Background: an optimization exercise with open tools, aiming at small area. Do not read the settings as production practice.
Function was checked by simulation only, so behaviour that the tests miss may differ from the original.
Power figures rest on the tool's default switching activity, not on a simulated workload.

==> flow/design.v <==
`timescale 1ns/1ps
package st_source_pkg;
   localparam int SYMBOL_W    = 8;
   localparam int NUM_SYMBOLS = 4;
   localparam int DATA_W      = SYMBOL_W * NUM_SYMBOLS;
   localparam int CHANNEL_W   = 4;
   localparam int BEATS       = 2;
   localparam int LANE_W      = $clog2(BEATS + 1);
   localparam int READY_LATENCY = 1;
   localparam int QUEUE_DEPTH   = 16;
   localparam int PTR_W         = $clog2(QUEUE_DEPTH);
   localparam int CNT_W         = $clog2(QUEUE_DEPTH + 1);
   localparam int IDLE_W        = 8;
   localparam int LAT_W         = 16;
   localparam int TXN_W         = IDLE_W + 2 + CHANNEL_W + DATA_W;
   localparam int BEAT_W        = 3 + CHANNEL_W + DATA_W;
   typedef struct packed {
      logic [IDLE_W-1:0]    idles;
      logic                 sop;
      logic                 eop;
      logic [CHANNEL_W-1:0] channel;
      logic [DATA_W-1:0]    data;
   } st_txn_t;
   typedef struct packed {
      logic                 valid;
      logic                 sop;
      logic                 eop;
      logic [CHANNEL_W-1:0] channel;
      logic [DATA_W-1:0]    data;
   } st_beat_t;
   typedef struct packed {
      logic [BEATS-1:0]           valid;
      logic [BEATS-1:0]           sop;
      logic [BEATS-1:0]           eop;
      logic [BEATS*CHANNEL_W-1:0] channel;
      logic [BEATS*DATA_W-1:0]    data;
   } st_bus_t;
   typedef struct packed {
      logic [LAT_W-1:0] latency;
      logic [LAT_W-1:0] count;
   } st_resp_t;
   typedef enum logic {
      IDLE_LOW  = 1'b0,
      IDLE_HIGH = 1'b1
   } st_idle_mode_e;
endpackage
`timescale 1ns/1ps
module st_source (
   input  logic        clk,
   input  logic        reset,
   input  logic        push,
   input  logic [45:0] push_txn,
   output logic        full,
   input  logic        idle_config,
   input  logic        ready,
   output logic [77:0] src,
   output logic        resp_valid,
   output logic [31:0] resp,
   output logic        complete
);
   localparam int TW = 46;    
   localparam int LW = 38;    
   logic [4:0] count;
   logic       empty, one_left, wr_en;
   logic [1:0] pop_count;
   assign full     = count[4];
   assign empty    = (count == 5'd0);
   assign one_left = (count == 5'd1);
   assign wr_en    = push && !full;
   logic [TW-1:0] even [0:7];
   logic [TW-1:0] odd  [0:7];
   always_ff @(posedge clk) begin
      if (wr_en) begin
         even[0] <= push_txn;
         odd[0]  <= even[0];
         for (int r = 1; r < 8; r++) begin
            even[r] <= odd[r-1];
            odd[r]  <= even[r];
         end
      end
   end
   logic [2:0]    row_e, row_o;
   logic          head_odd;
   logic [TW-1:0] rd_e, rd_o;
   assign row_o    = count[3:1] - 3'd1;
   assign row_e    = count[0] ? count[3:1] : row_o;
   assign head_odd = !count[0];
   always_comb begin
      rd_e = '0;
      rd_o = '0;
      for (int r = 0; r < 8; r++) begin
         rd_e = rd_e | (even[r] & {TW{row_e == 3'(r)}});
         rd_o = rd_o | (odd[r]  & {TW{row_o == 3'(r)}});
      end
   end
   logic       ready_q;
   logic       pending;
   logic       advance, accepted, fill;
   logic [7:0] spent;         
   logic       h0_go, h1_go, h1_there;
   logic [7:0] idles0, idles1;
   assign advance  = !pending || ready_q;
   assign accepted = pending && ready_q;
   assign fill     = advance && !empty;
   assign idles0   = head_odd ? rd_o[45:38] : rd_e[45:38];
   assign idles1   = head_odd ? rd_e[45:38] : rd_o[45:38];
   assign h0_go    = (idles0 == spent);
   assign h1_go    = (idles1 == 8'd0);
   assign h1_there = !one_left;
   logic [1:0] lane_v;
   logic [7:0] spent_d;
   always_comb begin
      lane_v    = 2'b00;
      pop_count = 2'd0;
      spent_d   = spent;
      if (fill) begin
         if (!h0_go) begin
            spent_d = spent + 8'd1;
         end else begin
            lane_v[0] = 1'b1;
            if (h1_there && h1_go) begin
               lane_v[1] = 1'b1;
               pop_count = 2'd2;
               spent_d   = 8'd0;
            end else begin
               pop_count = 2'd1;
               spent_d   = h1_there ? 8'd1 : 8'd0;
            end
         end
      end
   end
   logic [1:0] valid_q;
   logic       swap_q;                 
   logic [LW-1:0] lane_e_n, lane_o_n;  
   always_ff @(posedge clk or posedge reset) begin
      if (reset) begin
         count   <= '0;
         spent   <= '0;
         ready_q <= 1'b0;
         pending <= 1'b0;
         valid_q <= '0;
      end else begin
         count   <= count + 5'(wr_en) - 5'(pop_count);
         spent   <= spent_d;
         ready_q <= ready;
         pending <= fill || (pending && !ready_q);
         if (advance) valid_q <= lane_v;
      end
   end
   always_ff @(posedge clk) begin
      if (advance) begin
         lane_e_n <= ~rd_e[LW-1:0];
         lane_o_n <= ~rd_o[LW-1:0];
         swap_q   <= head_odd;
      end
   end
   logic [1:0] show;
   logic [1:0] take_e, take_o;    
   logic       idle_n;
   assign show   = valid_q & {2{ready_q}};
   assign take_e = show & {swap_q, !swap_q};
   assign take_o = show & {!swap_q, swap_q};
   assign idle_n = !idle_config;
   logic [LW-1:0] lane_out [0:1];
   always_comb begin
      for (int i = 0; i < 2; i++) begin
         lane_out[i] = ~((lane_e_n & {LW{take_e[i]}}) |
                         (lane_o_n & {LW{take_o[i]}}) |
                         {LW{idle_n && !show[i]}});
      end
      src = {show,
             lane_out[1][37], lane_out[0][37],
             lane_out[1][36], lane_out[0][36],
             lane_out[1][35:32], lane_out[0][35:32],
             lane_out[1][31:0], lane_out[0][31:0]};
   end
   logic [15:0] lat_q, resp_cnt_q;
   assign resp_valid = accepted && (valid_q != 2'b00);
   assign resp       = {lat_q, resp_cnt_q};
   always_ff @(posedge clk) begin
      if (pending && !ready_q) lat_q <= lat_q + 16'd1;
      else                     lat_q <= '0;
   end
   always_ff @(posedge clk or posedge reset) begin
      if (reset) begin
         resp_cnt_q <= '0;
         complete   <= 1'b0;
      end else begin
         if (resp_valid) resp_cnt_q <= resp_cnt_q + 16'd1;
         if (resp_valid && empty) complete <= 1'b1;
         else if (!empty)         complete <= 1'b0;
      end
   end
endmodule
make LEC_CHECK=0 ABC_AREA=1 CAP_MARGIN=20 CORE_MARGIN=2 CORE_UTILIZATION=40 CTS_BUF_LIST=sky130_fd_sc_hd__clkbuf_16 CTS_CLUSTER_DIAMETER=100 CTS_CLUSTER_SIZE=25 SLEW_MARGIN=20 finish   # period 6.0 ns
run.sh (not shown) runs the stock make flow with config.mk's settings and CLKGATE_MAP_FILE= SYNTH_SCRIPT=/design/flow/synth_recipe.tcl, a recipe that flattens the netlist after the stock synthesis.
Change:
Settings changed: CTS_BUF_LIST sky130_fd_sc_hd__clkbuf_16 to unset, CTS_CLUSTER_DIAMETER 100 to unset, CTS_CLUSTER_SIZE 25 to unset.
Clock-buffer cell count goes up by 63.
Core utilization goes up by 2.0 points.
Worst setup slack is worse by 0.041 ns.
Maximum frequency goes down by 0.86%.
Power goes up by 11%.
Change:
==> flow/flow/run.sh (new file) <==
#!/bin/bash
set -euo pipefail
printf '\n# port buffers from the own flow\nexport BUFFER_PORTS_ARGS = -buffer_cell sky130_fd_sc_hd__buf_1\n' >> config.mk
bash standard.sh finish > standard_flow.log 2>&1
==> flow/standard.sh (new file) <==
#!/bin/bash
# synth_recipe.tcl (not shown) runs the flow's synth.tcl, then flattens the netlist and writes it again
# the make line also repeats each setting of config.mk as NAME=value (left out here)
make -C /OpenROAD-flow-scripts/flow DESIGN_CONFIG=/design/flow/config.mk WORK_HOME=/design/flow/orfs CLKGATE_MAP_FILE= SYNTH_SCRIPT=/design/flow/synth_recipe.tcl "${@:-finish}"
Settings changed: BUFFER_PORTS_ARGS set to -buffer_cell sky130_fd_sc_hd__buf_1, CTS_BUF_LIST set to sky130_fd_sc_hd__clkbuf_16, CTS_CLUSTER_DIAMETER set to 100, CTS_CLUSTER_SIZE set to 25.
removed: flow/run.sh
After rerunning: Maximum frequency went down by 2.0%; global-route usage went down by 0.65 points; worst hold slack improves by 0.012 ns; core utilization went down by 3.3 points; clock-buffer cell count went down by 63; sequential power stays flat; worst setup slack degrades by 0.099 ns; synthesized cell count does not change; power went down by 12%; first-iteration DRC count went up by 6.4%; cell count went down by 3.1%.

-- what the ideal ports hide --
The flow's constraints put no driver on any port. The routed layouts listed below were extracted and timed again, unchanged, in two steps. Step 1 sets driving cells, clkbuf_16 on the clock port and buf_2 on the other inputs (assumed; they add their load-dependent delay and slew). Step 2 also shifts input and output timing later by t, the mid clock arrival at the registers, as if the neighbouring blocks saw the same clock. a / b / c = no drivers / after step 1 / after step 2; a / b = the first two.
run | t, ns | slack for setup (ns) | worst hold slack (ns) | worst setup path at the end | worst slew at a driven data input, ns
the first run | 0.655 | 1.252 / 1.252 / 1.252 | 0.445 / 0.445 / 0.445 | register to register | 0.12
the second run | 0.700 | 1.210 / 1.210 / 1.210 | 0.434 / 0.434 / 0.434 | register to register | 0.12
the third run | 0.654 | 1.111 / 1.111 / 1.111 | 0.446 / 0.446 / 0.446 | register to register | 0.09
After both steps every run listed still meets setup and hold.
